This is an optimization exercise on Yosys and OpenROAD, whose aim is small area, a short achievable clock period and few clock cycles per item, not a production implementation.
The RTL was checked by simulation tests, not by an equivalence proof against the original design.
Power and IR drop assume default switching activity.

**config.mk**
```make
export PLATFORM = sky130hd
export DESIGN_NAME = hashed_block_cache_lru
export DESIGN_NICKNAME = hashed_block_cache_lru
export VERILOG_FILES = /design/flow/design.v
export SDC_FILE = /design/flow/constraint.sdc
export NUM_CORES = 4
export LEC_CHECK = 0
export CAP_MARGIN = 20
export CORE_MARGIN = 2
export CORE_UTILIZATION = 35
export GPL_ROUTABILITY_DRIVEN = 1
export PLACE_DENSITY = 0.42
export SLEW_MARGIN = 20
```
**constraint.sdc**
```tcl
create_clock -name core_clock -period 11.0 [get_ports {clk}]
set_input_delay 2.2000 -clock core_clock [delete_from_list [all_inputs] [get_ports {clk}]]
set_output_delay 2.2000 -clock core_clock [all_outputs]
set_load 0.01 [all_outputs]
```
**design.v**
```verilog
package hbc_pkg;
  localparam int NUM_SLOTS    = 32;
  localparam int NUM_BUCKETS  = 13;
  localparam int SLOT_W       = 5;
  localparam int BUCKET_W     = 4;
  localparam int HASH_W       = 28;
  localparam int HASH_NIBBLES = HASH_W / 4;
  localparam int HCNT_W       = 3;
  localparam logic [31:0] STAMP_NONE = 32'hffffffff;
  localparam logic [7:0]  REF_MAX    = 8'hff;
  localparam logic [1:0] OP_GET     = 2'd0;
  localparam logic [1:0] OP_RELEASE = 2'd1;
  localparam logic [1:0] OP_PIN     = 2'd2;
  localparam logic [1:0] OP_UNPIN   = 2'd3;
  localparam logic [1:0] ST_DONE  = 2'd0;
  localparam logic [1:0] ST_MISS  = 2'd1;
  localparam logic [1:0] ST_FULL  = 2'd2;
  localparam logic [1:0] ST_FAULT = 2'd3;
  typedef struct packed {
    logic [1:0]  operation;
    logic [7:0]  device;
    logic [23:0] block_number;
    logic [4:0]  slot_index;
    logic [31:0] now;
  } req_t;
  typedef struct packed {
    logic [4:0] slot;
    logic [1:0] status;
    logic       needs_fill;
  } rsp_t;
  typedef enum logic [2:0] {
    S_IDLE, S_START, S_HASH, S_SCAN, S_PICK, S_APPLY, S_OPER, S_FINISH
  } state_t;
  typedef struct packed {
    logic ready;
    logic load;
    logic hash_step;
    logic scan_step;
    logic pick;
    logic apply_get;
    logic apply_op;
    logic emit;
  } cmd_t;
  typedef struct packed {
    logic is_get;
    logic hash_last;
    logic scan_last;
    logic out_free;
  } stat_t;
endpackage
module hbc_ctrl (
  input  logic           clk,
  input  logic           rst,
  input  logic           req_valid,
  input  hbc_pkg::stat_t stat,
  output hbc_pkg::cmd_t  cmd
);
  hbc_pkg::state_t state, state_next;
  always_ff @(posedge clk) begin
    if (rst) begin
      state <= hbc_pkg::S_IDLE;
    end else begin
      state <= state_next;
    end
  end
  always_comb begin
    state_next = state;
    case (state)
      hbc_pkg::S_IDLE: begin
        if (req_valid) state_next = hbc_pkg::S_START;
      end
      hbc_pkg::S_START: begin
        state_next = stat.is_get ? hbc_pkg::S_HASH : hbc_pkg::S_OPER;
      end
      hbc_pkg::S_HASH: begin
        if (stat.hash_last) state_next = hbc_pkg::S_SCAN;
      end
      hbc_pkg::S_SCAN: begin
        if (stat.scan_last) state_next = hbc_pkg::S_PICK;
      end
      hbc_pkg::S_PICK:  state_next = hbc_pkg::S_APPLY;
      hbc_pkg::S_APPLY: state_next = hbc_pkg::S_FINISH;
      hbc_pkg::S_OPER:  state_next = hbc_pkg::S_FINISH;
      hbc_pkg::S_FINISH: begin
        if (stat.out_free) state_next = hbc_pkg::S_IDLE;
      end
      default: state_next = hbc_pkg::S_IDLE;
    endcase
  end
  always_comb begin
    cmd = '0;
    case (state)
      hbc_pkg::S_IDLE: begin
        cmd.ready = 1'b1;
        cmd.load  = req_valid;
      end
      hbc_pkg::S_HASH:   cmd.hash_step = 1'b1;
      hbc_pkg::S_SCAN:   cmd.scan_step = 1'b1;
      hbc_pkg::S_PICK:   cmd.pick      = 1'b1;
      hbc_pkg::S_APPLY:  cmd.apply_get = 1'b1;
      hbc_pkg::S_OPER:   cmd.apply_op  = 1'b1;
      hbc_pkg::S_FINISH: cmd.emit      = stat.out_free;
      default: cmd = '0;
    endcase
  end
endmodule
module hbc_datapath (
  input  logic           clk,
  input  logic           rst,
  input  hbc_pkg::req_t  req,
  input  hbc_pkg::cmd_t  cmd,
  output hbc_pkg::stat_t stat,
  input  logic           rsp_stall,
  output logic           rsp_valid,
  output hbc_pkg::rsp_t  rsp
);
  localparam int SW = hbc_pkg::SLOT_W;
  localparam int BW = hbc_pkg::BUCKET_W;
  localparam int NS = hbc_pkg::NUM_SLOTS;
  localparam int NB = hbc_pkg::NUM_BUCKETS;
  logic [1:0]  op_r;
  logic [7:0]  dev_r;
  logic [23:0] blk_r;
  logic [SW-1:0] idx_r;
  logic [31:0] now_r;
  logic [hbc_pkg::HASH_W-1:0] hsh;
  logic [hbc_pkg::HCNT_W-1:0] hcnt;
  logic [BW-1:0] rem_r;
  logic [SW-1:0] cnt;
  logic [7:0]    tag_dev [NS];
  logic [23:0]   tag_blk [NS];
  logic [7:0]    ref_cnt [NS];
  logic [31:0]   stamp   [NS];
  logic          cvalid  [NS];
  logic [BW-1:0] bkt     [NS];
  logic [31:0]   iord    [NS];
  logic [31:0]   icnt;
  logic          hit_v;
  logic [SW-1:0] hit_idx;
  logic [31:0]   hit_ord;
  logic          bv   [NB];
  logic [SW-1:0] bidx [NB];
  logic [31:0]   bst  [NB];
  logic [31:0]   bord [NB];
  logic          vic_v;
  logic [SW-1:0] vic_idx;
  hbc_pkg::rsp_t res, res_next;
  logic [7:0]    hv;
  logic [SW-1:0] raddr, tgt;
  logic [BW-1:0] rb;
  logic [31:0]   rs, ro;
  logic [7:0]    rr;
  logic          rv, hit_m, elig, better, pv;
  logic [SW-1:0] pidx;
  always_comb begin
    hv = {rem_r, hsh[hbc_pkg::HASH_W-1 -: 4]};
    for (int k = 3; k >= 0; k--) begin
      if (hv >= 8'(NB << k)) hv = hv - 8'(NB << k);
    end
  end
  assign tgt = hit_v ? hit_idx : vic_idx;
  always_comb begin
    if (cmd.scan_step) begin
      raddr = cnt;
    end else if (cmd.apply_op) begin
      raddr = idx_r;
    end else begin
      raddr = tgt;
    end
  end
  assign rb = bkt[raddr];
  assign rs = stamp[raddr];
  assign ro = iord[raddr];
  assign rr = ref_cnt[raddr];
  assign rv = cvalid[raddr];
  assign hit_m = (rb == rem_r) && (tag_dev[raddr] == dev_r) && (tag_blk[raddr] == blk_r);
  assign elig = (rr == 8'd0) && (rs != hbc_pkg::STAMP_NONE);
  assign better = !bv[rb] || (rs < bst[rb]) || ((rs == bst[rb]) && (ro > bord[rb]));
  always_comb begin
    pv = 1'b0;
    pidx = '0;
    for (int b = NB - 1; b >= 0; b--) begin
      if (bv[b] && (BW'(b) != rem_r)) begin
        pv = 1'b1;
        pidx = bidx[b];
      end
    end
  end
  always_comb begin
    res_next = '0;
    if (cmd.apply_op) begin
      res_next.slot = idx_r;
      if (op_r == hbc_pkg::OP_PIN) begin
        res_next.status = (rr == hbc_pkg::REF_MAX) ? hbc_pkg::ST_FAULT : hbc_pkg::ST_DONE;
      end else begin
        res_next.status = (rr == 8'd0) ? hbc_pkg::ST_FAULT : hbc_pkg::ST_DONE;
      end
    end else if (hit_v) begin
      res_next.slot = hit_idx;
      if (rr == hbc_pkg::REF_MAX) begin
        res_next.status = hbc_pkg::ST_FAULT;
      end else begin
        res_next.status = hbc_pkg::ST_DONE;
        res_next.needs_fill = !rv;
      end
    end else if (vic_v) begin
      res_next.slot = vic_idx;
      res_next.status = hbc_pkg::ST_MISS;
      res_next.needs_fill = 1'b1;
    end else begin
      res_next.status = hbc_pkg::ST_FULL;
    end
  end
  always_ff @(posedge clk) begin
    if (cmd.load) begin
      op_r  <= req.operation;
      dev_r <= req.device;
      blk_r <= req.block_number;
      idx_r <= req.slot_index;
      now_r <= req.now;
      hsh   <= hbc_pkg::HASH_W'(25'(req.device) + 25'(req.block_number));
      rem_r <= '0;
      hcnt  <= '0;
      cnt   <= '0;
      hit_v <= 1'b0;
      for (int b = 0; b < NB; b++) bv[b] <= 1'b0;
    end
    if (cmd.hash_step) begin
      rem_r <= hv[BW-1:0];
      hsh   <= hsh << 4;
      hcnt  <= hcnt + 1'b1;
    end
    if (cmd.scan_step) begin
      cnt <= cnt + 1'b1;
      if (hit_m && (!hit_v || (ro > hit_ord))) begin
        hit_v   <= 1'b1;
        hit_idx <= cnt;
        hit_ord <= ro;
      end
      if (elig && better) begin
        bv[rb]   <= 1'b1;
        bidx[rb] <= cnt;
        bst[rb]  <= rs;
        bord[rb] <= ro;
      end
    end
    if (cmd.pick) begin
      vic_v   <= pv;
      vic_idx <= pidx;
    end
    if (cmd.apply_get || cmd.apply_op) begin
      res <= res_next;
    end
  end
  always_ff @(posedge clk) begin
    if (rst) begin
      for (int i = 0; i < NS; i++) begin
        tag_dev[i] <= '0;
        tag_blk[i] <= '0;
        ref_cnt[i] <= '0;
        stamp[i]   <= '0;
        cvalid[i]  <= 1'b0;
        bkt[i]     <= '0;
        iord[i]    <= 32'(i);
      end
      icnt <= 32'(NS);
    end else if (cmd.apply_get) begin
      if (hit_v) begin
        if (rr != hbc_pkg::REF_MAX) begin
          ref_cnt[tgt] <= rr + 8'd1;
          cvalid[tgt]  <= 1'b1;
        end
      end else if (vic_v) begin
        bkt[tgt]     <= rem_r;
        iord[tgt]    <= icnt;
        icnt         <= icnt + 32'd1;
        tag_dev[tgt] <= dev_r;
        tag_blk[tgt] <= blk_r;
        ref_cnt[tgt] <= 8'd1;
        cvalid[tgt]  <= 1'b1;
      end
    end else if (cmd.apply_op) begin
      if (op_r == hbc_pkg::OP_PIN) begin
        if (rr != hbc_pkg::REF_MAX) ref_cnt[idx_r] <= rr + 8'd1;
      end else if (rr != 8'd0) begin
        ref_cnt[idx_r] <= rr - 8'd1;
        if ((op_r == hbc_pkg::OP_RELEASE) && (rr == 8'd1)) stamp[idx_r] <= now_r;
      end
    end
  end
  always_ff @(posedge clk) begin
    if (rst) begin
      rsp_valid <= 1'b0;
    end else if (cmd.emit) begin
      rsp_valid <= 1'b1;
    end else if (!rsp_stall) begin
      rsp_valid <= 1'b0;
    end
  end
  always_ff @(posedge clk) begin
    if (cmd.emit) rsp <= res;
  end
  assign stat.is_get    = (op_r == hbc_pkg::OP_GET);
  assign stat.hash_last = (hcnt == hbc_pkg::HCNT_W'(hbc_pkg::HASH_NIBBLES - 1));
  assign stat.scan_last = (cnt == SW'(NS - 1));
  assign stat.out_free  = !rsp_valid || !rsp_stall;
endmodule
module hashed_block_cache_lru (
  input  logic        clk,
  input  logic        rst,
  input  logic        req_valid,
  output logic        req_stall,
  input  logic [1:0]  req_op,
  input  logic [7:0]  req_dev,
  input  logic [23:0] req_blk,
  input  logic [4:0]  req_slot,
  input  logic [31:0] req_now,
  output logic        rsp_valid,
  input  logic        rsp_stall,
  output logic [4:0]  rsp_slot,
  output logic [1:0]  rsp_status,
  output logic        rsp_needs_fill
);
  hbc_pkg::req_t  req;
  hbc_pkg::rsp_t  rsp;
  hbc_pkg::cmd_t  cmd;
  hbc_pkg::stat_t stat;
  assign req.operation    = req_op;
  assign req.device       = req_dev;
  assign req.block_number = req_blk;
  assign req.slot_index   = req_slot;
  assign req.now          = req_now;
  assign rsp_slot       = rsp.slot;
  assign rsp_status     = rsp.status;
  assign rsp_needs_fill = rsp.needs_fill;
  hbc_ctrl u_ctrl (
    .clk       (clk),
    .rst       (rst),
    .req_valid (req_valid),
    .stat      (stat),
    .cmd       (cmd)
  );
  hbc_datapath u_dp (
    .clk       (clk),
    .rst       (rst),
    .req       (req),
    .cmd       (cmd),
    .stat      (stat),
    .rsp_stall (rsp_stall),
    .rsp_valid (rsp_valid),
    .rsp       (rsp)
  );
  assign req_stall = !cmd.ready;
endmodule
```
**run.sh**
```bash
#!/bin/bash
# synth_recipe.tcl (not shown) runs the flow's synth.tcl, then flattens the netlist and writes it again
# the make line also repeats each setting of config.mk as NAME=value (left out here)
make -C /OpenROAD-flow-scripts/flow DESIGN_CONFIG=/design/flow/config.mk WORK_HOME=/design/flow/orfs CLKGATE_MAP_FILE= SYNTH_SCRIPT=/design/flow/synth_recipe.tcl finish
```
==> results_tabular.tex <==
\begin{tabular}{lr}
\hline
Metric & Value \\
\hline
\multicolumn{2}{l}{\textbf{Setup path}} \\
Crit-path max FO & 100 \\
Kind of critical path & flip-flop to flip-flop \\
Startpoint type of the worst setup path & flip-flop \\
Worst EP required & 11.76 ns \\
Crit path capture type & flip-flop \\
Flop-to-flop setup slack & 0.42 ns \\
Slowest cell on the critical path & a311oi\_1 \\
Most Frequent Cell on Critical Path & buf\_4 \\
Data arrival time of the critical path & 11.34 ns \\
CP peak stage delay & 0.86 ns \\
\multicolumn{2}{l}{\textbf{Synthesis}} \\
Post-synth net total & 17963 \\
Sequential element share of the synthesized area & 64.8\% \\
Number of enable-type register cells in the synthesized netlist & 4519 \\
Primary FF master, synth & edfxtp\_1 \\
Mean instance size in the synthesized netlist & 11.9 sq um \\
Synth Register Bits & 4608 \\
Count of different cell masters after synthesis & 109 \\
Mapped cell area & 212000 sq um \\
Proportion of register bits with asynchronous set or reset after synthesis & 0\% \\
Number of cells produced by synthesis & 17770 \\
Yosys warns & 2 \\
\multicolumn{2}{l}{\textbf{Detailed routing}} \\
WL final & 883000 microns \\
Avg WL per Cell & 33.9 microns \\
Iteration-0 DRC count of the detailed router & 17611 \\
Number of detailed-route iterations in the first pass & 8 \\
Detailed-route via count & 147308 \\
Antenna-violating nets left & 0 \\
Detailed-route vias per instance & 5.66 \\
DRC errors left & 0 \\
\multicolumn{2}{l}{\textbf{Layout}} \\
Final instance count without filler cells & 26023 \\
Number of nets in the finished design & 17686 \\
Multi-input logic area & 69100 sq um \\
Filler Cells Inserted & 56580 \\
Fraction of final layout cells sized beyond drive strength 1 & 10.3\% \\
Core Util, Final & 40.1\% \\
Total area of sequential cells & 137000 sq um \\
Layout overhead on the synthesized area & 14.1\% \\
\multicolumn{2}{l}{\textbf{Pwr}} \\
Worst vdd ir & 0.000316 V \\
Power density over cell area & 277 nW/um\^{}2 \\
Leakage dissipation & 0.0861 uW \\
\multicolumn{2}{l}{\textbf{Clock network}} \\
CTS Buffer Depth & 4 \\
TritonCTS clock tree & built \\
TritonCTS Sinks & 4608 \\
Level count of the clock H-tree & 6 \\
Clock tree root driver cell & clkbuf\_16 \\
TritonCTS Buffers & 554 \\
Clock edge transition at the registers on the reported setup and hold paths & 0.06 ns \\
Buffers inserted during post-CTS setup optimization & 0 \\
Number of buffers inserted for hold repair after clock tree synthesis & 0 \\
Clock latency on the worst-skew pair & 1.13 ns \\
Count of cells resized by post-cts repair & 0 \\
\multicolumn{2}{l}{\textbf{Min path}} \\
Worst min-delay path category & flip-flop to flip-flop \\
\multicolumn{2}{l}{\textbf{STA}} \\
Setup Viol. Count Final & 0 \\
Final critical path time including I/O delays and setup & 10.58 ns \\
Clock skew & 0.0748 ns \\
RSZ-0062 raised after global routing & false \\
Hold slack final & 0.418 ns \\
Share of the clock period used by the worst path & 96.2\% \\
Slew at the pin closest to its max-slew limit & 1.21 ns \\
Number of max-slew violations in the final report & 0 \\
Headroom to the max-slew limit & 19.6\% \\
Top achievable clock speed & 0.0945 GHz \\
Final Hold Violating Endpoints & 0 \\
\multicolumn{2}{l}{\textbf{Global route}} \\
Wire length of the first global-routing pass & 1210000 microns \\
Antenna violations before repair & 119 \\
Total GRT Usage & 28.0\% \\
Grt ovf & 0 \\
Pin count of the biggest net entering global routing & 149 \\
Number of global-route vias before repair & 140047 \\
\multicolumn{2}{l}{\textbf{Placed design}} \\
Buffers on Ports & 84 \\
Final GP Congestion & 0.853 \\
\# placed instances & 24968 \\
HPWL reported at the end of detailed placement & 507000 microns \\
\multicolumn{2}{l}{\textbf{Floorplan}} \\
Rows & 285 \\
Placeable core region & 603000 sq um \\
Chip width & 782 microns \\
Floorplan die area & 612000 sq um \\
Initial standard-cell utilization of the core & 35.2\% \\
I/O pin count & 85 \\
Overall die height & 782 microns \\
\multicolumn{2}{l}{\textbf{Job}} \\
Max-cap violations & 0 \\
\multicolumn{2}{l}{\textbf{Run status}} \\
Status & complete, no violations \\
\hline
\end{tabular}
==> layout by cell type, fill, tap and decap left out, drive strengths merged, types with 54 or more instances in the layout <==
master	synthesis	final
a211oi	362	362
mux2i	336	336
ha	117	117
edfxtp	4519	4519
clkbuf	1040	734
nor2	515	515
o21ai	243	243
inv	127	153
nand4	70	70
a311oi	440	440
a31oi	156	156
and2	3152	3152
nor3	221	221
mux4	71	71
o31ai	54	54
nand2	3098	3098
or3	98	98
dfxtp	89	89
a21o	127	127
a221oi	96	96
xnor2	65	65
a32oi	80	80
buf	585	709
a21oi	293	293
o211ai	65	65
and3	219	219
clkinv	1	193
clkdlybuf4s50	0	83
diode	0	60
nand3	1080	1080
==> path summary, 6_finish.rpt <==
check,start,end,cells past startpoint
max reg2reg,u_ctrl.state[0],u_dp.bidx[3][4],27
max,u_ctrl.state[0],u_dp.bidx[3][4],27
min,u_dp.res[5],u_dp.rsp[5],0
min reg2reg,u_dp.res[5],u_dp.rsp[5],0
==> metal layers <==
| layer | track usage [%] | up-vias | routed length [microns] |
|---|---|---|---|
| met2 | 42.5 | 5982 | 389000 |
| met1 | 42.0 | 76687 | 405000 |
| met3 | 4.25 | 1087 | 64900 |
| met4 | 6.94 | 16 | 24000 |
| li1 | - | 63536 | - |
| met5 | 0 | - | 107 |
==> cell type report <==
type | count | area share, %
Clock buffer | 734 | 6.18
Tap cell | 8036 | 4.15
Antenna cell | 60 | 0.0620
Sequential cell | 4608 | 56.8
Timing Repair Buffer | 792 | 3.13
Multi-Input combinational cell | 11409 | 28.5
Clock inverter | 256 | 0.925
Inverter | 128 | 0.208
==> registers in the layout, summed over array words and instances, names as in the netlist, 128 cells and up <==
register / flops
u_dp.iord: 1024
u_dp.tag_blk: 768
u_dp.bst: 416
u_dp.ref_cnt: 256
u_dp.stamp: 1024
u_dp.tag_dev: 256
u_dp.bord: 416
u_dp.bkt: 128
==> report_power, final <==
part | switching [uW] | internal [uW] | total, uW
Sequential | 297 | 20900 | 21200
Combinational | 20200 | 7530 | 27700
Clock | 7720 | 10300 | 18000
==> cell families (layout without fill, tap and decap cells) <==
logic type / count (synthesis) / in the layout / share of synthesized area, %
buffers and inverters: 1753 / 1910 / 3.64
adders and majority gates: 118 / 118 / 0.700
DFF: 4608 / 4608 / 64.8
AOI/OAI and AO/OA: 2192 / 2192 / 7.63
xor gates and xnor gates: 104 / 104 / 0.430
muxes: 415 / 415 / 2.39
other: 0 / 60 / 0
and+or+nand+nor: 8580 / 8580 / 20.4
==> through the flow <==
stage          setup TNS, ns  total power [uW]  cell area, sq um  worst slack [ns]
3_5_place_dp               0             49100            225000             0.627
4_1_cts                    0             67100            242000             0.529
5_1_grt                    0             69600            242000             0.122
6_report                   0             67000            242000             0.418
3_3_place_gp               0             49100            224000             0.749
2_1_floorplan        -163.52             36800            212000            -0.790
==> worst max-delay path: cells and delay by family, from the launching register on <==
family	cells	cell delay, ns
AND/OR/NAND/NOR	10	3.87
adder cells (fa/ha/maj)	1	0.29
multiplexers	1	0.23
AO/OA/AOI/OAI	9	2.86
buffers and inverters	6	2.30
flip-flops	1	0.42
==> Yosys cell counts (73+ instances only) <==
| cell type | instances | area share, % |
|---|---|---|
| a211oi_1 | 362 | 1.3 |
| a21o_1 | 127 | 0.45 |
| a21oi_1 | 289 | 0.68 |
| a221oi_1 | 92 | 0.38 |
| a311oi_1 | 440 | 1.8 |
| a31oi_1 | 156 | 0.46 |
| a32oi_1 | 73 | 0.30 |
| and2_1 | 3152 | 9.3 |
| and3_1 | 219 | 0.65 |
| buf_1 | 92 | 0.16 |
| buf_2 | 364 | 0.86 |
| buf_4 | 88 | 0.31 |
| clkbuf_1 | 1039 | 1.8 |
| dfxtp_1 | 89 | 0.84 |
| edfxtp_1 | 4519 | 64 |
| ha_1 | 117 | 0.69 |
| inv_1 | 126 | 0.22 |
| mux2i_1 | 335 | 1.6 |
| nand2_1 | 3096 | 5.5 |
| nand3_1 | 1080 | 2.5 |
| nor2_1 | 511 | 0.90 |
| nor3_1 | 216 | 0.51 |
| o21ai_0 | 218 | 0.51 |
| or3_1 | 98 | 0.29 |
Testbench counts, summed over its fixed seeds: cycles 109,488, ops 4,800.

-- re-timing with driven ports --
The flow's constraints put no driver on any port. The routed layout listed below was extracted and timed again, unchanged, in two steps.
Step 1 assumes that a clkbuf_16 drives the clock port and a buf_2 every other input.
Step 2 times the ports against the registers' clock, not the clock port: input delays grow and output delays shrink by t, the midpoint of the rising clock arrivals with the driver on.
Slacks: no drivers / after step 1 / after step 2; pairs: no drivers / after step 1.
t, ns: 1.219
setup slack, ns: 0.418 / 0.418 / 0.418
clock arrival spread, ns: 0.080 / 0.080
slew at the worst register clock pin (ns): 0.07 / 0.07
cell pins on the clock port's net: 1
After both steps setup and hold are still met in this run. The setup slack of this run moves by 0.000 ns with the drivers and by 0.000 ns with both steps.
